What follows belongs to an exercise in optimizing a design on an open flow for small area; a production flow would make more cautious choices.
The RTL was checked by simulation tests, not by an equivalence proof against the original design.
Power is estimated from default activity; no workload was simulated. The clock port is modelled as an ideal driver; clocking choices that lean on that would not hold on a real chip.

==> flow/design.v <==
`timescale 1ns/1ps
`default_nettype none
package aipPkg;
  typedef logic [32-1:0]     data_t;
  typedef logic [5-1:0]     code_t;
  typedef logic [5-1:0] memAddr_t;
  typedef logic [8-1:0]   statusBits_t;
  typedef struct packed {
    logic [32-3*8-1:0] zero;
    statusBits_t mask;
    statusBits_t flags;    
    statusBits_t status;   
  } statusRead_t;
  typedef struct packed {
    logic [32-3*8-1:0] unusedHi;
    statusBits_t newMask;
    statusBits_t clear;
    statusBits_t unusedLo;
  } statusWrite_t;
  typedef union packed {
    statusRead_t  rd;
    statusWrite_t wr;
  } statusWord_u;
  typedef enum logic [1:0] {
    SEL_MEMOUT = 2'd0,
    SEL_STATUS = 2'd1,
    SEL_ID     = 2'd2
  } readSel_t;
endpackage
`default_nettype wire
`timescale 1ns/1ps
`default_nettype none
module aipNand2 (
  input  wire logic a, b,
  output logic      y
);
  assign y = ~(a & b);
endmodule
module aipInv (
  input  wire logic a,
  output logic      y
);
  assign y = ~a;
endmodule
module aipDec32 (
  input  wire logic       en_i,
  input  wire logic [4:0] a_i,
  output logic     [31:0] y_o
);
  logic [3:0] lo;
  logic [7:0] hi;
  assign lo = 4'd1 << a_i[1:0];
  assign hi = {8{en_i}} & (8'd1 << a_i[4:2]);
  for (genvar w = 0; w < 32; w++) begin : g_w
    logic n;
    aipNand2 u_n (.a(lo[w % 4]), .b(hi[w / 4]), .y(n));
    aipInv   u_i (.a(n), .y(y_o[w]));
  end
endmodule
module aipSel32 (
  input  wire logic [4:0] a_i,
  output logic     [31:0] y_o
);
  logic [3:0] lo;
  logic [7:0] hi;
  assign lo = 4'd1 << a_i[1:0];
  assign hi = 8'd1 << a_i[4:2];
  for (genvar w = 0; w < 32; w++) begin : g_w
    logic n;
    aipNand2 u_n (.a(lo[w % 4]), .b(hi[w / 4]), .y(n));
    aipInv   u_i (.a(n), .y(y_o[w]));
  end
endmodule
`default_nettype wire
`timescale 1ns/1ps
`default_nettype none
module aipAoi3 (
  input  wire logic a0, b0, a1, b1, a2, b2,
  output logic      y
);
  assign y = ~((a0 & b0) | (a1 & b1) | (a2 & b2));
endmodule
module aipRdBit (
  input  wire logic [31:0] sel_i,
  input  wire logic [31:0] d_i,
  output logic             q_o
);
  logic [11:0] t;
  for (genvar g = 0; g < 10; g++) begin : g_aoi
    aipAoi3 u (.a0(sel_i[3*g]),   .b0(d_i[3*g]),
               .a1(sel_i[3*g+1]), .b1(d_i[3*g+1]),
               .a2(sel_i[3*g+2]), .b2(d_i[3*g+2]), .y(t[g]));
  end
  aipNand2  u_n30 (.a(sel_i[30]), .b(d_i[30]), .y(t[10]));
  aipNand2  u_n31 (.a(sel_i[31]), .b(d_i[31]), .y(t[11]));
  assign q_o = ~(&t[3:0]) | ~(&t[7:4]) | ~(&t[11:8]);
endmodule
`default_nettype wire
`timescale 1ns/1ps
`default_nettype none
`default_nettype wire
`timescale 1ns/1ps
`default_nettype none
module aipTop (
  input  wire logic  clk,
  input  wire logic  rst,
  input  wire logic  en_i,
  input  aipPkg::code_t      configAIP_i,
  input  aipPkg::data_t      dataInAIP_i,
  input  wire logic  writeAIP_i,
  input  wire logic  readAIP_i,
  input  wire logic  startAIP_i,
  output aipPkg::data_t      dataOutAIP_o,
  output logic       intAIP_o,
  input  aipPkg::memAddr_t   rdAddrMemIn0_i,
  input  aipPkg::memAddr_t   rdAddrMemIn1_i,
  input  aipPkg::data_t      wrDataMemOut_i,
  input  aipPkg::memAddr_t   wrAddrMemOut_i,
  input  wire logic  wrEnMemOut_i,
  input  aipPkg::statusBits_t statusIPcore_i,
  input  aipPkg::statusBits_t intIPCore_i,
  output aipPkg::data_t      rdDataMemIn0_o,
  output aipPkg::data_t      rdDataMemIn1_o,
  output aipPkg::data_t      rdDataConfigReg_o,
  output logic       startIPcore_o
);
  logic [4:0]  ptrIn0, ptrIn1, ptrOut;
  logic [31:0] confReg;
  logic [7:0]  flagReg, maskReg;
  logic        intReg;
  logic [31:0] rdDataMemOut;
  logic [31:0] memIn0 [0:31];
  logic [31:0] memIn1 [0:31];
  logic [31:0] memOut [0:31];
  logic isC0, isC1, isC2, isC3, isC4, isC5, isC6, isC30;
  assign isC0  = (configAIP_i == 5'd0);
  assign isC1  = (configAIP_i == 5'd1);
  assign isC2  = (configAIP_i == 5'd2);
  assign isC3  = (configAIP_i == 5'd3);
  assign isC4  = (configAIP_i == 5'd4);
  assign isC5  = (configAIP_i == 5'd5);
  assign isC6  = (configAIP_i == 5'd6);
  assign isC30 = (configAIP_i == 5'd30);
  logic wrIn0, wrIn1, wrConf, wrStatus;
  assign wrIn0    = writeAIP_i & isC0;
  assign wrIn1    = writeAIP_i & isC2;
  assign wrConf   = writeAIP_i & isC6;
  assign wrStatus = writeAIP_i & isC30;
  assign startIPcore_o = startAIP_i;
  always_ff @(posedge clk or negedge rst) begin
    if (!rst) begin
      ptrIn0 <= '0;
      ptrIn1 <= '0;
      ptrOut <= '0;
    end else if (en_i) begin
      if (writeAIP_i & isC1)     ptrIn0 <= dataInAIP_i[4:0];
      else if (wrIn0)            ptrIn0 <= ptrIn0 + 5'd1;
      if (writeAIP_i & isC3)     ptrIn1 <= dataInAIP_i[4:0];
      else if (wrIn1)            ptrIn1 <= ptrIn1 + 5'd1;
      if (writeAIP_i & isC5)     ptrOut <= dataInAIP_i[4:0];
      else if (readAIP_i & isC4) ptrOut <= ptrOut + 5'd1;
    end
  end
  always_ff @(posedge clk or negedge rst) begin
    if (!rst)
      confReg <= '0;
    else if (wrConf)
      confReg <= dataInAIP_i;
  end
  assign rdDataConfigReg_o = confReg;
  always_ff @(posedge clk or negedge rst) begin
    if (!rst) begin
      flagReg <= '0;
      maskReg <= '0;
      intReg  <= 1'b0;
    end else begin
      flagReg <= (flagReg & ~(wrStatus ? dataInAIP_i[15:8] : 8'h00)) | intIPCore_i;
      if (wrStatus)
        maskReg <= dataInAIP_i[23:16];
      intReg <= |(flagReg & maskReg);
    end
  end
  assign intAIP_o = intReg;
  logic [31:0] we0, we1, weO;
  aipDec32 u_we0 (.en_i(wrIn0),        .a_i(ptrIn0),         .y_o(we0));
  aipDec32 u_we1 (.en_i(wrIn1),        .a_i(ptrIn1),         .y_o(we1));
  aipDec32 u_weO (.en_i(wrEnMemOut_i), .a_i(wrAddrMemOut_i), .y_o(weO));
  always_ff @(posedge clk) begin
    for (int w = 0; w < 32; w++)
      if (we0[w])
        memIn0[w] <= dataInAIP_i;
  end
  always_ff @(posedge clk) begin
    for (int w = 0; w < 32; w++)
      if (we1[w])
        memIn1[w] <= dataInAIP_i;
  end
  always_ff @(posedge clk) begin
    for (int w = 0; w < 32; w++)
      if (weO[w])
        memOut[w] <= wrDataMemOut_i;
  end
  logic [31:0] sel0, sel1, selO;
  aipSel32 u_sel0 (.a_i(rdAddrMemIn0_i), .y_o(sel0));
  aipSel32 u_sel1 (.a_i(rdAddrMemIn1_i), .y_o(sel1));
  aipSel32 u_selO (.a_i(ptrOut),         .y_o(selO));
  for (genvar b = 0; b < 32; b++) begin : g_rd
    logic [31:0] col0, col1, colO;
    for (genvar w = 0; w < 32; w++) begin : g_w
      assign col0[w] = memIn0[w][b];
      assign col1[w] = memIn1[w][b];
      assign colO[w] = memOut[w][b];
    end
    aipRdBit u_rd0 (.sel_i(sel0), .d_i(col0), .q_o(rdDataMemIn0_o[b]));
    aipRdBit u_rd1 (.sel_i(sel1), .d_i(col1), .q_o(rdDataMemIn1_o[b]));
    aipRdBit u_rdO (.sel_i(selO), .d_i(colO), .q_o(rdDataMemOut[b]));
  end
  always_comb begin
    if (isC4)
      dataOutAIP_o = rdDataMemOut;
    else if (isC30)
      dataOutAIP_o = {8'h00, maskReg, flagReg, statusIPcore_i};
    else
      dataOutAIP_o = 32'h0000_0001;
  end
endmodule
`default_nettype wire
==> flow/flow/run.sh <==
#!/bin/bash
# The standard layout with these changes:
# - the port buffers use the smallest buffer cell instead of the delay buffer
#   the port-buffering step picks by default;
# - before global placement, the inverters that drive a word line (write
#   enable or read select, 32 loads) are sized up (flow/presize.tcl), so the
#   repair step does not hang buffer trees on them;
# - clock tree synthesis runs with the same settings as config.mk gives it,
#   but without dummy balancing loads.
set -e
export BUFFER_PORTS_ARGS="-buffer_cell sky130_fd_sc_hd__buf_1"
export PRE_GLOBAL_PLACE_TCL="$PWD/flow/presize.tcl"
export PRESIZE_CELL=sky130_fd_sc_hd__inv_2
export CTS_ARGS="-sink_clustering_enable -repair_clock_nets -sink_clustering_size 26 -sink_clustering_max_diameter 80 -buf_list sky130_fd_sc_hd__clkbuf_16 -dont_use_dummy_load"
bash standard.sh > standard.log 2>&1
==> flow/flow/presize.tcl <==
# Give the decoder inverters that drive a whole word line (a write enable or
# a read select, 16 or more loads) a stronger size up front.
set n_up 0
foreach inst [get_cells *] {
  set m [get_property $inst ref_name]
  if { $m == "sky130_fd_sc_hd__inv_1" || $m == "sky130_fd_sc_hd__clkinv_1" } {
    set pin [get_pins -of_objects $inst -filter "direction==output"]
    set net [get_nets -of_objects $pin]
    set loads [llength [get_pins -of_objects $net -filter "direction==input"]]
    if { $loads >= 16 } {
      replace_cell $inst $::env(PRESIZE_CELL)
      incr n_up
    }
  }
}
puts "presize: resized $n_up word-line inverters to $::env(PRESIZE_CELL)"
==> flow/standard.sh <==
#!/bin/bash
# synth_recipe.tcl (not shown) runs the flow's synth.tcl, then flattens the netlist and writes it again
# the make line also repeats each setting of config.mk as NAME=value (left out here)
make -C /OpenROAD-flow-scripts/flow DESIGN_CONFIG=/design/flow/config.mk WORK_HOME=/design/flow/orfs CLKGATE_MAP_FILE= SYNTH_SCRIPT=/design/flow/synth_recipe.tcl "${@:-finish}"
==> flow/config.mk <==
export PLATFORM = sky130hd
export DESIGN_NAME = aipTop
export DESIGN_NICKNAME = aipTop
export VERILOG_FILES = /design/flow/design.v
export SDC_FILE = /design/flow/constraint.sdc
export NUM_CORES = 4
export LEC_CHECK = 0
export CAP_MARGIN = 20
export CORE_MARGIN = 2
export CORE_UTILIZATION = 60
export CTS_BUF_LIST = sky130_fd_sc_hd__clkbuf_16
export CTS_CLUSTER_DIAMETER = 80
export CTS_CLUSTER_SIZE = 26
export SETUP_SLACK_MARGIN = 0.15
export SLEW_MARGIN = 20
export SYNTH_HIERARCHICAL = 1
export SYNTH_MINIMUM_KEEP_SIZE = 0
==> flow/constraint.sdc <==
create_clock -name core_clock -period 6.0 [get_ports {clk}]
set_input_delay 1.2000 -clock core_clock [delete_from_list [all_inputs] [get_ports {clk}]]
set_output_delay 1.2000 -clock core_clock [all_outputs]
set_load 0.01 [all_outputs]
==> summary.md, run 1 <==
| Metric | Value |
|---|---|
| Yosys cell types | `51` |
| Post-DP Area | `around 120000 um2` |
| DRT iter0 DRCs | `11.3k` |
| Max Used Layer | `met5` |
| Synth top area share | `83.7%` |
| Minimum clock period | `5.31 ns` |
| Slew margin rel. | `22.0%` |
| Die ar. | `187000 um2` |
| Synth warn | `10` |
| Status | `finished clean` |
| First-pass GRT wire length | `430000 um` |
| Max IR drop VDD | `around 0.35 mV` |
| Clk root buf | `clkbuf_16` |
| P_sw | `7.50 mW` |
| Sw frac | `20.6%` |
| Synth Net Count | `5447` |
| Vias | `60.5k` |
| Met3 Wirelength | `roughly 31000 um` |
| Setup_tns | `0 ns` |
| Total grt overflow | `0` |
| EDFF count, synth | `3072` |
| Clock share of power | `28.8%` |
| Routed len/inst | `approximately 37 um` |
| Met1 Wirelength | `114000 um` |
| # nets final | `5926` |
| Routability congestion estimate | `between 0.8 and 0.9` |
| Routed wl met2 | `~150000 um` |
| Ys async rst share | `2.04%` |
| Final hold vios | `0` |
| Initial antenna violation count | `27` |
| First drt pass iteration count | `9` |
| Core Rows | `around 160` |
| Highest clock rate | `approximately 190 MHz` |
| Final clock skew | `about 0.048 ns` |
| Part of the power in registers | `between 60% and 70%` |
| Vias per cell | `roughly 7.3` |
| Combinational power share | `4.5%` |
| Crit path max fanout | `32` |
| Clock sink total | `3136` |
| Tcrit/Tclk final | `between 80 and 90%` |
| Routed WL | `roughly 310000 um` |
| Top FF cell, synth | `edfxtp_1` |
| Final Non-Filler Cells | `8294` |
| Seq cells post-synth | `~3.1k` |
| I/O pin count | `around 240` |
| Mapped cell area | `~110000 um2` |
| Starting Density | `approximately three fifths` |
| CP Capture Type | `output port` |
| Worst EP arrival | `4.11 ns` |
| Max cap viols | `0` |
| Synthesis-to-layout area growth | `7.76%` |
| Clock slew at reported path FFs | `0.09 ns` |
| Clock latency at the later pin of the worst-skew pair | `0.83 ns` |
| Max-slew violations | `0` |
| GRT Overall Usage | `between 30 and 40%` |
| DRC Markers | `0` |
| Die H | `approximately 430 um` |
| WS Path Type | `reg -> out` |
| Hold-fix buffers, CTS | `0` |
| Number of global-route vias before repair | `between 50k and 60k` |
| Sequential element share of the synthesized area | `85.1%` |
| Cell internal pwr | `28.9 mW` |
| Power Dens Cells | `roughly 300 nW/um2` |
| Least-Margin Pin Slew | `1.17 ns` |
| CTS tree | `yes` |
| Core ar. | `183000 um2` |
| DP HPWL | `168000 um` |
| Area leader, netlist | `edfxtp_1` |
| Pin count of the biggest net entering global routing | `69` |
| RSZ-0062 raised after global routing | `false` |
| Synth area leaders | `edfxtp_1 (84%), a222oi_1 (8.7%), nand4_1 (1.7%)` |
| # setup viols final | `0` |
| Placed Cells | `between 8k and 9k` |
| Die W | `433 um` |
| Share of layout cells above drive strength 1 | `10.1%` |
| Post-Syn Instances | `5337` |
| Avg Cell Area, Syn | `20.7 um2` |
| Number of buffers created by CTS | `between 100 and 150` |
| Post-route ant nets | `0` |
| Design area | `119000 um2` |
| PostCTS Resize Cnt | `0` |
| Leakage | `about 37 nW` |
| CP startpoint kind | `flop` |
| Required @ worst endpoint | `4.80 ns` |
| Port Buf Inserts | `~230` |
| Post-CTS Setup Bufs | `0` |
| Bufs on Longest Clock Path | `3` |
| Hold Crit Class | `in -> async` |
| Htree depth | `4` |
-- final timing paths --
kind / startpoint / endpoint / slack (ns) / depth (start not counted)
setup / recovery: ptrOut[0] / dataOutAIP_o[12] / 0.69 / 8
hold / removal: rst / confReg[25] / 0.27 / 1
setup reg to reg: ptrIn1[0] / memIn1[1][3] / 3.41 / 3
hold reg to reg: confReg[7] / confReg[7] / 0.50 / 1
max in group asynchronous: rst / flagReg[0] / 4.53 / 2
min in group core_clock: confReg[7] / confReg[7] / 0.50 / 1
-- critical path, cell delays in order (launching register included) --
cell	delay [ns]
dfrtp_1	0.51
nor2b_1	0.54
nand2_1	0.14
inv_2	0.83
a222oi_1	0.22
nand4_1	0.27
or3_1	0.18
a22o_1	0.40
buf_1	0.20
-- layout make-up --
type | count | area [um2]
Fill cell | 12420 | 64100
Multi-Input combinational cell | 1987 | 15600
Tap cell | 2464 | 3080
Inverter | 199 | 759
Sequential cell | 3136 | 93900
Antenna cell | 16 | 40.0
Clock buffer | 144 | 3600
Timing Repair Buffer | 348 | 1890
-- power groups by stage --
stage / sequential (mW) / combinational (mW) / clock, mW
5_1_grt: 24.3 / 1.71 / 11.3
2_1_floorplan: 24.7 / 0.571 / 0
3_3_place_gp: 24.7 / 1.60 / 0
3_5_place_dp: 24.8 / 1.63 / 0
4_1_cts: 24.2 / 1.63 / 10.6
6_report: 24.2 / 1.63 / 10.5
-- synthesized netlist by cell type (3+ instances only) --
cell and n:
edfxtp_1 3072, a222oi_1 960, nand2_1 400, nand4_1 291, inv_1 199, or3_1 97
dfrtp_1 64, mux2_2 38, a22o_1 23, and2_1 14, nor2_1 12, nor2b_1 12
nor3_1 12, a21o_1 11, nor3b_1 10, and3b_2 9, mux2i_1 9, a22oi_1 8
o21ai_0 8, and4b_2 6, and4bb_1 6, clkbuf_1 6, nand3_1 6, and3_1 5
and4b_1 4, buf_2 4, buf_4 4, nand3b_1 4, and3_2 3, and4_2 3
and4bb_2 3, ha_1 3, nand2b_1 3, nor4b_2 3, o22ai_1 3, o2bb2ai_1 3
-- Yosys stat by module, one instance, submodules excluded --
module,cells inside,flops+latches,copies in the design
aipTop,3345,3136,1
aipDec32,12,0,3
aipSel32,12,0,3
aipRdBit,4,0,96
aipAoi3,1,0,960
aipInv,1,0,192
aipNand2,1,0,384
-- cell families (layout without fill, tap and decap cells) --
group	count (synthesis)	count (layout)	synth area share, %
DFF	3136	3136	85.1
and+or+nand+nor	912	912	4.44
muxes	49	49	0.490
buffers and inverters	214	691	0.754
AOI/OAI and AO/OA	1023	1023	9.16
other	0	16	0
adders and majority gates	3	3	0.0340
-- registers in the layout, summed over array words and instances (netlist names) --
name / cells
ptrOut: 5
memOut: 1024
flagReg: 8
memIn0: 1024
ptrIn0: 5
intReg: 1
memIn1: 1024
maskReg: 8
confReg: 32
ptrIn1: 5
-- layout by cell type (no fill, tap or decap), types with 15 or more instances in the layout --
master     instances
a222oi_1         960
nand4_1          291
a22o_1            23
diode_2           16
buf_2             15
buf_4            108
edfxtp_1        3072
clkbuf_16        144
clkbuf_2          43
mux2_2            38
inv_2            185
dfrtp_1           64
nand2_1          400
or3_1             97
buf_1            175
-- stage by stage --
stage                     power, mW  worst slack [ns]  util, %  hold slack, ns
after global placement         26.3              1.01     62.9           0.469
final                          36.4             0.692     65.0           0.271
after global routing           37.3             0.599     64.9           0.266
after floorplan                25.3              2.09        -           0.473
after CTS                      36.5             0.663     64.9           0.226
after detailed placement       26.4              1.01     62.9           0.481
-- per-layer routing --
layer | up-vias | global-route usage, %
li1 | 24756 | -
met1 | 31685 | 44.9
met2 | 3533 | 54.3
met3 | 496 | 5.46
met4 | 12 | 12.2
met5 | - | 0
==> run 2: changes to the inputs <==
--- a/flow/flow/run.sh
+++ b/flow/flow/run.sh
@@ -12,4 +12,4 @@
 export PRE_GLOBAL_PLACE_TCL="$PWD/flow/presize.tcl"
 export PRESIZE_CELL=sky130_fd_sc_hd__inv_2
-export CTS_ARGS="-sink_clustering_enable -repair_clock_nets -sink_clustering_size 26 -sink_clustering_max_diameter 80 -buf_list sky130_fd_sc_hd__clkbuf_16 -dont_use_dummy_load"
+export CTS_ARGS="-sink_clustering_enable -repair_clock_nets -sink_clustering_size 28 -sink_clustering_max_diameter 100 -buf_list sky130_fd_sc_hd__clkbuf_16 -dont_use_dummy_load"
 bash standard.sh > standard.log 2>&1
--- a/flow/config.mk
+++ b/flow/config.mk
@@ -10,6 +10,6 @@
 export CORE_UTILIZATION = 60
 export CTS_BUF_LIST = sky130_fd_sc_hd__clkbuf_16
-export CTS_CLUSTER_DIAMETER = 80
-export CTS_CLUSTER_SIZE = 26
+export CTS_CLUSTER_DIAMETER = 100
+export CTS_CLUSTER_SIZE = 28
 export SETUP_SLACK_MARGIN = 0.15
 export SLEW_MARGIN = 20
==> summary.md, run 2 <==
| Metric | Value |
|---|---|
| Hold Crit Class | `in -> async (unchanged)` |
| Die ar. | `187000 um2 (unchanged)` |
| CP startpoint kind | `flop (unchanged)` |
| Routability congestion estimate | `0.864 (unchanged)` |
| PostCTS Resize Cnt | `0 (unchanged)` |
| Tcrit/Tclk final | `88.1% (was 88.5%)` |
| Max cap viols | `0 (unchanged)` |
| CTS tree | `yes (unchanged)` |
| Area leader, netlist | `edfxtp_1 (unchanged)` |
| Synth area leaders | `edfxtp_1 (84%), a222oi_1 (8.7%), nand4_1 (1.7%) (unchanged)` |
| I/O pin count | `237 (unchanged)` |
| Biggest regs | `memIn0 (1024), memIn1 (1024), memOut (1024) (unchanged)` |
| EDFF count, synth | `3072 (unchanged)` |
| Clock latency at the later pin of the worst-skew pair | `0.84 ns (was 0.83 ns)` |
| CP max-delay cell | `inv_2 (unchanged)` |
| Total grt overflow | `0 (unchanged)` |
| Slew margin rel. | `13.9% (was 22.0%)` |
| Status | `finished clean (unchanged)` |
| Least-Margin Pin Slew | `1.29 ns (was 1.17 ns)` |
| Minimum clock period | `5.29 ns (was 5.31 ns)` |
| DRT iter0 DRCs | `11.6k (was 11.3k)` |
| Starting Density | `60.3% (unchanged)` |
| Die H | `433 um (unchanged)` |
| First drt pass iteration count | `10 (was 9)` |
| Required @ worst endpoint | `4.80 ns (about the same)` |
| Design area | `118000 um2 (was 119000 um2)` |
| Yosys cell types | `51 (unchanged)` |
| Clock sink total | `3136 (unchanged)` |
| Vias per cell | `7.28 (was 7.29)` |
| Buf/Inv on CP | `2 (unchanged)` |
| Pin count of the biggest net entering global routing | `69 (unchanged)` |
| Setup_tns | `0 ns (unchanged)` |
| Post-CTS Setup Bufs | `0 (unchanged)` |
| Sequential element share of the synthesized area | `85.1% (unchanged)` |
| Port Buf Inserts | `234 (unchanged)` |
| Hold-fix buffers, CTS | `0 (unchanged)` |
| Routed len/inst | `37.5 um (about the same)` |
| Synth top area share | `83.7% (unchanged)` |
| Htree depth | `4 (unchanged)` |
| # nets final | `5911 (was 5926)` |
| Max IR drop VDD | `0.366 mV (was 0.353 mV)` |
| Crit path max fanout | `32 (unchanged)` |
| Share of layout cells above drive strength 1 | `9.83% (was 10.1%)` |
| Hold Slack | `0.273 ns (was 0.271 ns)` |
| Seq cells post-synth | `3136 (unchanged)` |
| Most common cell in the synthesized netlist | `edfxtp_1 (unchanged)` |
| CP Capture Type | `output port (unchanged)` |
| Mapped cell area | `110000 um2 (unchanged)` |
| Most frequent cells in the layout | `edfxtp_1 (3072), a222oi_1 (960), nand2_1 (400) (unchanged)` |
| Power Dens Cells | `303 nW/um2 (was 306 nW/um2)` |
| Clock slew at reported path FFs | `0.10 ns (was 0.09 ns)` |
| Vias | `60.2k (was 60.5k)` |
| Slowest Stage Delay on Critical Path | `0.79 ns (was 0.83 ns)` |
| RSZ-0062 raised after global routing | `false (unchanged)` |
| Die W | `433 um (unchanged)` |
| First-pass GRT wire length | `430000 um (about the same)` |
| Top FF cell, synth | `edfxtp_1 (unchanged)` |
| Final hold vios | `0 (unchanged)` |
| DP HPWL | `168000 um (unchanged)` |
| Ys async rst share | `2.04% (unchanged)` |
| Number of buffers created by CTS | `130 (was 144)` |
| Critical path cell sequence | `nor2b_1 > nand2_1 > inv_2 > a222oi_1 > nand4_1 > or3_1 > a22o_1 > buf_1 (unchanged)` |
| Clk root buf | `clkbuf_16 (unchanged)` |
| Highest clock rate | `189 MHz (was 188 MHz)` |
| FF-to-FF setup slack | `3.41 ns (about the same)` |
| Most common cell after layout, fill and taps aside | `edfxtp_1 (unchanged)` |
| Synthesis-to-layout area growth | `7.41% (was 7.76%)` |
| Synth Net Count | `5447 (unchanged)` |
| Start of the worst register-to-register path | `ptrIn1[1] (was ptrIn1[0])` |
| Crit path from | `ptrOut[0] (unchanged)` |
| Routed WL | `310000 um (was 311000 um)` |
| WS Path Type | `reg -> out (unchanged)` |
| Final clock skew | `0.0404 ns (was 0.0484 ns)` |
| Avg Cell Area, Syn | `20.7 um2 (unchanged)` |
| GRT Overall Usage | `33.0% (about the same)` |
| Bufs on Longest Clock Path | `3 (unchanged)` |
| Worst EP arrival | `4.09 ns (was 4.11 ns)` |
| Post-route ant nets | `0 (unchanged)` |
| Top cells by count, synth | `edfxtp_1 (3072), a222oi_1 (960), nand2_1 (400) (unchanged)` |
| # setup viols final | `0 (unchanged)` |
| Leakage | `36.7 nW (was 36.9 nW)` |
| Initial antenna violation count | `25 (was 27)` |
| DRC Markers | `0 (unchanged)` |
| Post-Syn Instances | `5337 (unchanged)` |
| Core ar. | `183000 um2 (unchanged)` |
| Number of global-route vias before repair | `57.1k (about the same)` |
| Max-slew violations | `0 (unchanged)` |
| Core Rows | `157 (unchanged)` |
| Post-DP Area | `115000 um2 (unchanged)` |
| Synth warn | `10 (unchanged)` |
| Delay-heaviest family, CP | `simple AND/OR/NAND/NOR gates (unchanged)` |
==> run 2: where the power goes <==
group          switching (mW)  total (mW)  internal, mW
clock network            6.13        10.0          3.92
logic                    1.24        1.63         0.394
registers              0.0823        24.2          24.2
total                    7.45        35.9          28.5
==> run 2: per-stage QoR <==
stage	power, mW	setup WS [ns]	util (%)	instances
CTS	36.0	0.654	64.7	8263
finish	35.9	0.712	64.8	8274
detailed placement	26.4	1.01	62.9	8133
global placement	26.3	1.01	62.9	8131
floorplan	25.3	2.09	-	5337
global route	36.8	0.580	64.7	8266
==> run 2: path summary, 6_finish.rpt <==
path                                    end  cells past startpoint
max in group asynchronous        maskReg[1]                      2
min reg2reg                      confReg[7]                      1
max                        dataOutAIP_o[12]                      8
min                              confReg[7]                      1
min in group core_clock          confReg[7]                      1
max reg2reg                  memIn1[26][26]                      3
==> run 2: layout make-up <==
type | count | area, um2
sequential | 3136 | 93900
fill | 12437 | 64500
timing repair buffer | 347 | 1870
clock buffer | 130 | 3250
multi-input combinational | 1987 | 15600
antenna | 11 | 27.5
tap | 2464 | 3080
inverter | 199 | 759
==> run 2: cells by family (layout without fill, tap and decap cells) <==
group / count (synthesis) / after routing / synth area share (%)
mux: 49 / 49 / 0.490
flops: 3136 / 3136 / 85.1
simple gates: 912 / 912 / 4.44
other cells: 0 / 11 / 0
compound gates: 1023 / 1023 / 9.16
fa+ha+maj: 3 / 3 / 0.0340
buf+inv: 214 / 676 / 0.754
==> run 2: metal layers <==
layer | vias to the layer above | GRT usage, % | part of all wire, %
li1 | 24712 | - | -
met1 | 31447 | 45.1 | 37
met2 | 3537 | 54.3 | 49
met3 | 485 | 5.42 | 9.9
met4 | 16 | 11.7 | 3.8
met5 | - | 0 | 0.031
==> run 2: worst register-to-register path: cells and delay by family (launching register included) <==
| kind | cells | cell delay [ns] |
|---|---|---|
| buf+inv | 1 | 0.70 |
| flops | 1 | 0.46 |
| simple gates | 2 | 0.97 |
==> run 2: modules after synthesis (local to each module, per instance) <==
module | cells | flops+latches | area (um2)
aipTop | 3345 | 3136 | 95500
aipDec32 | 12 | 0 | 118
aipSel32 | 12 | 0 | 87.6
aipRdBit | 4 | 0 | 25.0
aipAoi3 | 1 | 0 | 10.0
aipInv | 1 | 0 | 3.75
aipNand2 | 1 | 0 | 3.75
==> run 3: changes to the inputs <==
--- a/flow/flow/run.sh
+++ b/flow/flow/run.sh
@@ -12,4 +12,4 @@
 export PRE_GLOBAL_PLACE_TCL="$PWD/flow/presize.tcl"
 export PRESIZE_CELL=sky130_fd_sc_hd__inv_2
-export CTS_ARGS="-sink_clustering_enable -repair_clock_nets -sink_clustering_size 28 -sink_clustering_max_diameter 100 -buf_list sky130_fd_sc_hd__clkbuf_16 -dont_use_dummy_load"
+export CTS_ARGS="-sink_clustering_enable -repair_clock_nets -sink_clustering_size 30 -sink_clustering_max_diameter 100 -buf_list sky130_fd_sc_hd__clkbuf_16 -dont_use_dummy_load"
 bash standard.sh > standard.log 2>&1
--- a/flow/config.mk
+++ b/flow/config.mk
@@ -11,5 +11,5 @@
 export CTS_BUF_LIST = sky130_fd_sc_hd__clkbuf_16
 export CTS_CLUSTER_DIAMETER = 100
-export CTS_CLUSTER_SIZE = 28
+export CTS_CLUSTER_SIZE = 30
 export SETUP_SLACK_MARGIN = 0.15
 export SLEW_MARGIN = 20
==> summary.md, run 3 <==
| Metric | Value |
|---|---|
| Synthesis-to-layout area growth | `7.06% (was 7.41%)` |
| Path depth of the worst reg2reg path | `3 (unchanged)` |
| Avg Cell Area, Syn | `20.7 um2 (unchanged)` |
| DP HPWL | `168000 um (unchanged)` |
| Most common cell in the synthesized netlist | `edfxtp_1 (unchanged)` |
| Slew margin rel. | `13.6% (was 13.9%)` |
| Pin count of the biggest net entering global routing | `69 (unchanged)` |
| DRC Markers | `0 (unchanged)` |
| CP startpoint kind | `flop (unchanged)` |
| Clock sink total | `3136 (unchanged)` |
| Area leader, netlist | `edfxtp_1 (unchanged)` |
| Post-CTS Setup Bufs | `0 (unchanged)` |
| Worst EP arrival | `4.07 ns (was 4.09 ns)` |
| Start of the worst register-to-register path | `ptrIn1[1] (unchanged)` |
| Top FF cell, synth | `edfxtp_1 (unchanged)` |
| Max cap viols | `0 (unchanged)` |
| Biggest regs | `memIn0 (1024), memIn1 (1024), memOut (1024) (unchanged)` |
| Multi-input gate area | `15600 um2 (unchanged)` |
| Max IR drop VDD | `0.247 mV (was 0.366 mV)` |
| Tcrit/Tclk final | `87.8% (was 88.1%)` |
| Max-slew violations | `0 (unchanged)` |
| Synth top area share | `83.7% (unchanged)` |
| EDFF count, synth | `3072 (unchanged)` |
| Core Rows | `157 (unchanged)` |
| RSZ-0062 raised after global routing | `false (unchanged)` |
| CTS tree | `yes (unchanged)` |
| DRT iter0 DRCs | `11.7k (was 11.6k)` |
| Total grt overflow | `0 (unchanged)` |
| Vias per cell | `7.27 (was 7.28)` |
| Required @ worst endpoint | `4.80 ns (about the same)` |
| Routability congestion estimate | `0.864 (unchanged)` |
| Post-route ant nets | `0 (unchanged)` |
| Most common cell after layout, fill and taps aside | `edfxtp_1 (unchanged)` |
| Final hold vios | `0 (unchanged)` |
| Status | `finished clean (unchanged)` |
| Clock slew at reported path FFs | `0.11 ns (was 0.10 ns)` |
| Hold Crit Class | `in -> async (unchanged)` |
| Mapped cell area | `110000 um2 (unchanged)` |
| GRT Overall Usage | `32.9% (was 33.0%)` |
| Yosys cell types | `51 (unchanged)` |
| Port Buf Inserts | `234 (unchanged)` |
| First-pass GRT wire length | `430000 um (about the same)` |
| WS Path Type | `reg -> out (unchanged)` |
| Hold-fix buffers, CTS | `0 (unchanged)` |
| Routed WL | `310000 um (about the same)` |
| Minimum clock period | `5.27 ns (was 5.29 ns)` |
| Clk root buf | `clkbuf_16 (unchanged)` |
| Most frequent cells in the layout | `edfxtp_1 (3072), a222oi_1 (960), nand2_1 (400) (unchanged)` |
| I/O pin count | `237 (unchanged)` |
| # setup viols final | `0 (unchanged)` |
| Synth area leaders | `edfxtp_1 (84%), a222oi_1 (8.7%), nand4_1 (1.7%) (unchanged)` |
| Synth warn | `10 (unchanged)` |
| Fin util | `64.5% (was 64.8%)` |
| Routed len/inst | `37.6 um (was 37.5 um)` |
| Highest clock rate | `190 MHz (was 189 MHz)` |
| FF-to-FF setup slack | `3.45 ns (was 3.41 ns)` |
| Die ar. | `187000 um2 (unchanged)` |
| Number of buffers created by CTS | `114 (was 130)` |
| Number of global-route vias before repair | `56.8k (was 57.1k)` |
| Htree depth | `3 (was 4)` |
| Die H | `433 um (unchanged)` |
| First drt pass iteration count | `9 (was 10)` |
| Power Dens Cells | `299 nW/um2 (was 303 nW/um2)` |
| Setup_tns | `0 ns (unchanged)` |
| Share of layout cells above drive strength 1 | `9.60% (was 9.83%)` |
| Seq cells post-synth | `3136 (unchanged)` |
| Vias | `60.0k (was 60.2k)` |
| Fillers | `12.5k (was 12.4k)` |
| CP Capture Type | `output port (unchanged)` |
| Initial antenna violation count | `29 (was 25)` |
| # nets final | `5896 (was 5911)` |
| Crit path max fanout | `32 (unchanged)` |
| Least-Margin Pin Slew | `1.30 ns (was 1.29 ns)` |
| Final clock skew | `0.0302 ns (was 0.0404 ns)` |
| Leakage | `36.5 nW (was 36.7 nW)` |
| Die W | `433 um (unchanged)` |
| Synth Net Count | `5447 (unchanged)` |
| Clock latency at the later pin of the worst-skew pair | `0.81 ns (was 0.84 ns)` |
| Top cells by count, synth | `edfxtp_1 (3072), a222oi_1 (960), nand2_1 (400) (unchanged)` |
| Bufs on Longest Clock Path | `3 (unchanged)` |
| Post-Syn Instances | `5337 (unchanged)` |
| Starting Density | `60.3% (unchanged)` |
| Reg2Reg Capture Point | `memIn1[26][14] (was memIn1[26][26])` |
| Core ar. | `183000 um2 (unchanged)` |
| Flip-flop and latch area | `93900 um2 (unchanged)` |
| Ys async rst share | `2.04% (unchanged)` |
| PostCTS Resize Cnt | `0 (unchanged)` |
| Sequential element share of the synthesized area | `85.1% (unchanged)` |
-- run 3: stage by stage --
stage / hold WS (ns) / total power, mW / std cells / setup slack (ns) / cell area (um2)
floorplan: 0.473 / 25.3 / 5337 / 2.09 / 110000
global placement: 0.469 / 26.3 / 8131 / 1.01 / 115000
CTS: 0.225 / 35.4 / 8247 / 0.657 / 118000
global route: 0.254 / 36.2 / 8251 / 0.577 / 118000
detailed placement: 0.481 / 26.4 / 8133 / 1.01 / 115000
finish: 0.281 / 35.3 / 8256 / 0.731 / 118000
-- run 3: cells by family (layout without fill, tap and decap cells) --
logic type / Yosys count / after routing / share of synthesized area, %
AOI/OAI and AO/OA: 1023 / 1023 / 9.16
adders and majority gates: 3 / 3 / 0.0340
buffers and inverters: 214 / 661 / 0.754
DFF: 3136 / 3136 / 85.1
muxes: 49 / 49 / 0.490
other: 0 / 8 / 0
and+or+nand+nor: 912 / 912 / 4.44
-- run 3: area by class of cell --
cell class,instances,share of cell area (%)
antenna,8,0.0170
clock buffer,114,2.42
inverter,199,0.643
multi-input combinational,1987,13.2
sequential,3136,79.5
tap,2464,2.61
timing repair buffer,348,1.60
-- run 3: metal layers --
layer	track usage, %	vias to the layer above	wire [um]
li1	-	24664	-
met1	45.0	31349	113000
met2	54.5	3498	154000
met3	5.21	473	31300
met4	11.1	16	11800
met5	0	-	96
-- run 3: how the worst max path moves through the flow --
stage	startpoint	endpoint	slack (ns)
5_1_grt	ptrOut[2]	dataOutAIP_o[12]	0.58
4_1_cts	ptrOut[0]	dataOutAIP_o[12]	0.66
3_5_place_dp	rdAddrMemIn0_i[4]	rdDataMemIn0_o[4]	1.01
2_1_floorplan	configAIP_i[4]	memIn1[0][0]	2.09
3_3_place_gp	rdAddrMemIn0_i[4]	rdDataMemIn0_o[4]	1.01
6_report	ptrOut[0]	dataOutAIP_o[12]	0.73
-- run 3: critical path, cell delays in order, from the launching register on --
cell      delay (ns)
dfrtp_1         0.51
nor2b_1         0.54
nand2_1         0.13
inv_2           0.81
a222oi_1        0.23
nand4_1         0.28
or3_1           0.18
a22o_1          0.37
buf_1           0.19
-- run 3: per-module statistics from Yosys, one instance, submodules excluded --
| module | cells inside | area (um2) |
|---|---|---|
| aipAoi3 | 1 | 10.0 |
| aipNand2 | 1 | 3.75 |
| aipDec32 | 12 | 118 |
| aipTop | 3345 | 95500 |
| aipRdBit | 4 | 25.0 |
| aipInv | 1 | 3.75 |
| aipSel32 | 12 | 87.6 |
-- run 3: report_power, final --
group / total [mW] / internal [mW] / leakage [nW] / switching, mW
Sequential: 24.2 / 24.2 / 28.4 / 0.0818
Clock: 9.45 / 3.42 / 1.40 / 6.03
Combinational: 1.63 / 0.394 / 6.69 / 1.23
Total: 35.3 / 28.0 / 36.5 / 7.35
==> run 4: changes to the inputs <==
--- a/flow/flow/run.sh
+++ b/flow/flow/run.sh
@@ -12,4 +12,5 @@
 export PRE_GLOBAL_PLACE_TCL="$PWD/flow/presize.tcl"
 export PRESIZE_CELL=sky130_fd_sc_hd__inv_2
-export CTS_ARGS="-sink_clustering_enable -repair_clock_nets -sink_clustering_size 30 -sink_clustering_max_diameter 100 -buf_list sky130_fd_sc_hd__clkbuf_16 -dont_use_dummy_load"
+export PRESIZE_DE_CELL=sky130_fd_sc_hd__inv_4
+export CTS_ARGS="-sink_clustering_enable -repair_clock_nets -sink_clustering_size 32 -sink_clustering_max_diameter 60 -buf_list sky130_fd_sc_hd__clkbuf_16 -dont_use_dummy_load"
 bash standard.sh > standard.log 2>&1
==> flow/flow/presize.tcl (replaced) <==
# Give the decoder inverters that drive a word line (a write enable or a read
# select, 16 or more loads) a stronger size up front. Write enables, which
# reach a whole word of flip-flops, get PRESIZE_DE_CELL; read selects get
# PRESIZE_CELL.
set n_up 0
foreach inst [get_cells *] {
  set m [get_property $inst ref_name]
  if { $m == "sky130_fd_sc_hd__inv_1" || $m == "sky130_fd_sc_hd__clkinv_1" } {
    set pin [get_pins -of_objects $inst -filter "direction==output"]
    set net [get_nets -of_objects $pin]
    set sinks [get_pins -of_objects $net -filter "direction==input"]
    if { [llength $sinks] >= 16 } {
      set cell $::env(PRESIZE_CELL)
      foreach s $sinks {
        if { [get_property $s lib_pin_name] == "DE" } {
          set cell $::env(PRESIZE_DE_CELL)
          break
        }
      }
      replace_cell $inst $cell
      incr n_up
    }
  }
}
puts "presize: resized $n_up word-line inverters"
--- a/flow/config.mk
+++ b/flow/config.mk
@@ -10,6 +10,6 @@
 export CORE_UTILIZATION = 60
 export CTS_BUF_LIST = sky130_fd_sc_hd__clkbuf_16
-export CTS_CLUSTER_DIAMETER = 100
-export CTS_CLUSTER_SIZE = 30
+export CTS_CLUSTER_DIAMETER = 60
+export CTS_CLUSTER_SIZE = 32
 export SETUP_SLACK_MARGIN = 0.15
 export SLEW_MARGIN = 20
==> summary.md, run 4 <==
| Metric | Value |
|---|---|
| Seq cells post-synth | `3136 (unchanged)` |
| Delay-heaviest family, CP | `buffers and inverters (was simple AND/OR/NAND/NOR gates)` |
| Status | `finished clean (unchanged)` |
| Required @ worst endpoint | `4.80 ns (about the same)` |
| Slew margin rel. | `16.8% (was 13.6%)` |
| Biggest regs | `memIn0 (1024), memIn1 (1024), memOut (1024) (unchanged)` |
| CTS tree | `yes (unchanged)` |
| Place WS | `1.06 ns (was 1.01 ns)` |
| Post-CTS Setup Bufs | `0 (unchanged)` |
| Tcrit/Tclk final | `89.5% (was 87.8%)` |
| Clk root buf | `clkbuf_16 (unchanged)` |
| Share of layout cells above drive strength 1 | `9.89% (was 9.60%)` |
| Most common cell in the synthesized netlist | `edfxtp_1 (unchanged)` |
| Highest clock rate | `186 MHz (was 190 MHz)` |
| GRT Overall Usage | `33.1% (was 32.9%)` |
| Top cells by count, synth | `edfxtp_1 (3072), a222oi_1 (960), nand2_1 (400) (unchanged)` |
| EDFF count, synth | `3072 (unchanged)` |
| Starting Density | `60.3% (unchanged)` |
| Least-Margin Pin Slew | `1.25 ns (was 1.30 ns)` |
| Critical path cell sequence | `nor3b_1 > nand2_1 > inv_2 > a222oi_1 > nand4_1 > or3_1 > a22o_1 > buf_1 (was nor2b_1 > nand2_1 > inv_2 > a222oi_1 > nand4_1 > or3_1 > a22o_1 > buf_1)` |
| Initial antenna violation count | `25 (was 29)` |
| Top FF cell, synth | `edfxtp_1 (unchanged)` |
| I/O pin count | `237 (unchanged)` |
| Area leader, netlist | `edfxtp_1 (unchanged)` |
| Routed len/inst | `37.7 um (was 37.6 um)` |
| Final hold vios | `0 (unchanged)` |
| Ys async rst share | `2.04% (unchanged)` |
| Yosys cell types | `51 (unchanged)` |
| CP startpoint kind | `flop (unchanged)` |
| First drt pass iteration count | `9 (unchanged)` |
| Design area | `119000 um2 (was 118000 um2)` |
| Reg2Reg Capture Point | `memIn1[21][14] (was memIn1[26][14])` |
| Max IR drop VDD | `0.271 mV (was 0.247 mV)` |
| Crit path max fanout | `32 (unchanged)` |
| Buf/Inv on CP | `2 (unchanged)` |
| Post-route ant nets | `0 (unchanged)` |
| PostCTS Resize Cnt | `0 (unchanged)` |
| Power Dens Cells | `313 nW/um2 (was 299 nW/um2)` |
| DRC Markers | `0 (unchanged)` |
| Post-route setup slack | `0.630 ns (was 0.731 ns)` |
| FF-to-FF setup slack | `3.62 ns (was 3.45 ns)` |
| Final Non-Filler Cells | `8278 (was 8256)` |
| Post-Syn Instances | `5337 (unchanged)` |
| Start of the worst register-to-register path | `ptrIn1[0] (was ptrIn1[1])` |
| RSZ-0062 raised after global routing | `false (unchanged)` |
| Synth Net Count | `5447 (unchanged)` |
| # nets final | `5916 (was 5896)` |
| Most frequent cells in the layout | `edfxtp_1 (3072), a222oi_1 (960), nand2_1 (400) (unchanged)` |
| Setup_tns | `0 ns (unchanged)` |
| Worst EP arrival | `4.17 ns (was 4.07 ns)` |
| Mapped cell area | `110000 um2 (unchanged)` |
| Hold Crit Class | `in -> async (unchanged)` |
| Tot Pwr | `37.3 mW (was 35.3 mW)` |
| Post-DP Area | `115000 um2 (about the same)` |
| Die W | `433 um (unchanged)` |
| Routability congestion estimate | `0.843 (was 0.864)` |
| Die ar. | `187000 um2 (unchanged)` |
| First-pass GRT wire length | `433000 um (was 430000 um)` |
| Die H | `433 um (unchanged)` |
| Most common cell after layout, fill and taps aside | `edfxtp_1 (unchanged)` |
| Synth warn | `10 (unchanged)` |
| Number of buffers created by CTS | `171 (was 114)` |
| Synthesis-to-layout area growth | `8.25% (was 7.06%)` |
| CP max-delay cell | `inv_2 (unchanged)` |
| Max-slew violations | `0 (unchanged)` |
| Vias per cell | `7.32 (was 7.27)` |
| DP HPWL | `166000 um (was 168000 um)` |
| Clock sink total | `3136 (unchanged)` |
| Leakage | `36.9 nW (was 36.5 nW)` |
| DRT iter0 DRCs | `11.3k (was 11.7k)` |
| Number of global-route vias before repair | `58.0k (was 56.8k)` |
| Minimum clock period | `5.37 ns (was 5.27 ns)` |
| Routed WL | `312000 um (was 310000 um)` |
| Pin count of the biggest net entering global routing | `69 (unchanged)` |
| Port Buf Inserts | `234 (unchanged)` |
| Bufs on Longest Clock Path | `3 (unchanged)` |
| Hold-fix buffers, CTS | `0 (unchanged)` |
| Max cap viols | `0 (unchanged)` |
| Clock latency at the later pin of the worst-skew pair | `0.85 ns (was 0.81 ns)` |
| Hold Slack | `0.492 ns (was 0.281 ns)` |
| Sequential element share of the synthesized area | `85.1% (unchanged)` |
| Fin util | `65.3% (was 64.5%)` |
| Slowest Stage Delay on Critical Path | `0.80 ns (was 0.81 ns)` |
| Final clock skew | `0.0606 ns (was 0.0302 ns)` |
| Crit path from | `ptrOut[2] (was ptrOut[0])` |
| WS Path Type | `reg -> out (unchanged)` |
| # setup viols final | `0 (unchanged)` |
| Avg Cell Area, Syn | `20.7 um2 (unchanged)` |
| Path depth of the worst reg2reg path | `3 (unchanged)` |
| Htree depth | `4 (was 3)` |
| Total grt overflow | `0 (unchanged)` |
| Synth top area share | `83.7% (unchanged)` |
| Placed Cells | `8097 (was 8133)` |
| Core ar. | `183000 um2 (unchanged)` |
| CP Capture Type | `output port (unchanged)` |
| Vias | `60.6k (was 60.0k)` |
| Clock slew at reported path FFs | `0.08 ns (was 0.11 ns)` |
| Synth area leaders | `edfxtp_1 (84%), a222oi_1 (8.7%), nand4_1 (1.7%) (unchanged)` |
| Core Rows | `157 (unchanged)` |
## run 4: area by class of cell
class	instances	area, um2
well taps	2464	3080
fillers	12412	63500
diodes	10	25.0
repair buffers	311	1540
clock buffers	171	4280
multi-input cells	1987	15600
inverters	199	987
flip-flops and latches	3136	93900
## run 4: per-module statistics from Yosys, one instance, submodules excluded
| module | copies in the design | cells inside |
|---|---|---|
| aipDec32 | 3 | 12 |
| aipRdBit | 96 | 4 |
| aipSel32 | 3 | 12 |
| aipTop | 1 | 3345 |
| aipAoi3 | 960 | 1 |
| aipInv | 192 | 1 |
| aipNand2 | 384 | 1 |
## run 4: worst max path at each step
| stage | end | slack [ns] | depth (start not counted) |
|---|---|---|---|
| floorplan | memIn1[0][0] | 2.09 | 7 |
| global placement | rdDataMemIn0_o[4] | 1.11 | 8 |
| detailed placement | rdDataMemIn0_o[29] | 1.06 | 8 |
| CTS | dataOutAIP_o[12] | 0.66 | 8 |
| global route | dataOutAIP_o[12] | 0.52 | 8 |
| finish | dataOutAIP_o[12] | 0.63 | 8 |
## run 4: routing by layer
layer	track usage, %	vias up	share of wire [%]
met4	12.9	10	4.0
met3	5.19	492	9.8
met2	54.0	3646	49
met1	45.5	31698	37
li1	-	24739	-
met5	0	-	0.019
## run 4: logic make-up after synthesis
logic type | Yosys count | synth area share, %
DFF | 3136 | 85.1
AOI/OAI and AO/OA | 1023 | 9.16
and+or+nand+nor | 912 | 4.44
buffers and inverters | 214 | 0.754
muxes | 49 | 0.490
adders and majority gates | 3 | 0.0340
## run 4: where the power goes
part | total [mW] | internal (mW) | switching [mW] | leakage [nW]
Sequential | 24.3 | 24.2 | 0.0809 | 28.4
Clock | 11.4 | 5.06 | 6.37 | 2.11
Combinational | 1.63 | 0.394 | 1.24 | 6.42
## run 4: worst register-to-register path, stage by stage, from the launching register on
cell	delay, ns
dfrtp_1	0.48
nor2b_1	0.72
nand2_1	0.22
inv_4	0.51

what the ideal ports hide:
In the flow no input, the clock included, has a driving cell. The finished layouts below were timed again as built, in two steps.
Step 1 sets driving cells, clkbuf_16 on the clock port and buf_2 on the other inputs (assumed; they add their load-dependent delay and slew).
Step 2 moves the port delays by t, midway between the first and last clock arrival at a register: inputs arrive t later, outputs are due t later. That takes back most of the time a late clock gives input paths.
a / b / c = no drivers / after step 1 / after step 2; a / b = the first two.
run | t (ns) | setup slack, ns | worst register clock-pin slew, ns | worst data-port slew with drivers (ns)
run 1 | 0.901 | 0.692 / 0.602 / 0.840 | 0.10 / 0.10 | 0.19
run 2 | 0.893 | 0.712 / 0.622 / 0.848 | 0.12 / 0.12 | 0.20
run 3 | 0.883 | 0.731 / 0.642 / 0.828 | 0.12 / 0.12 | 0.21
run 4 | 0.918 | 0.630 / 0.541 / 0.917 | 0.12 / 0.12 | 0.19
After both steps setup and hold are still met in every run listed.
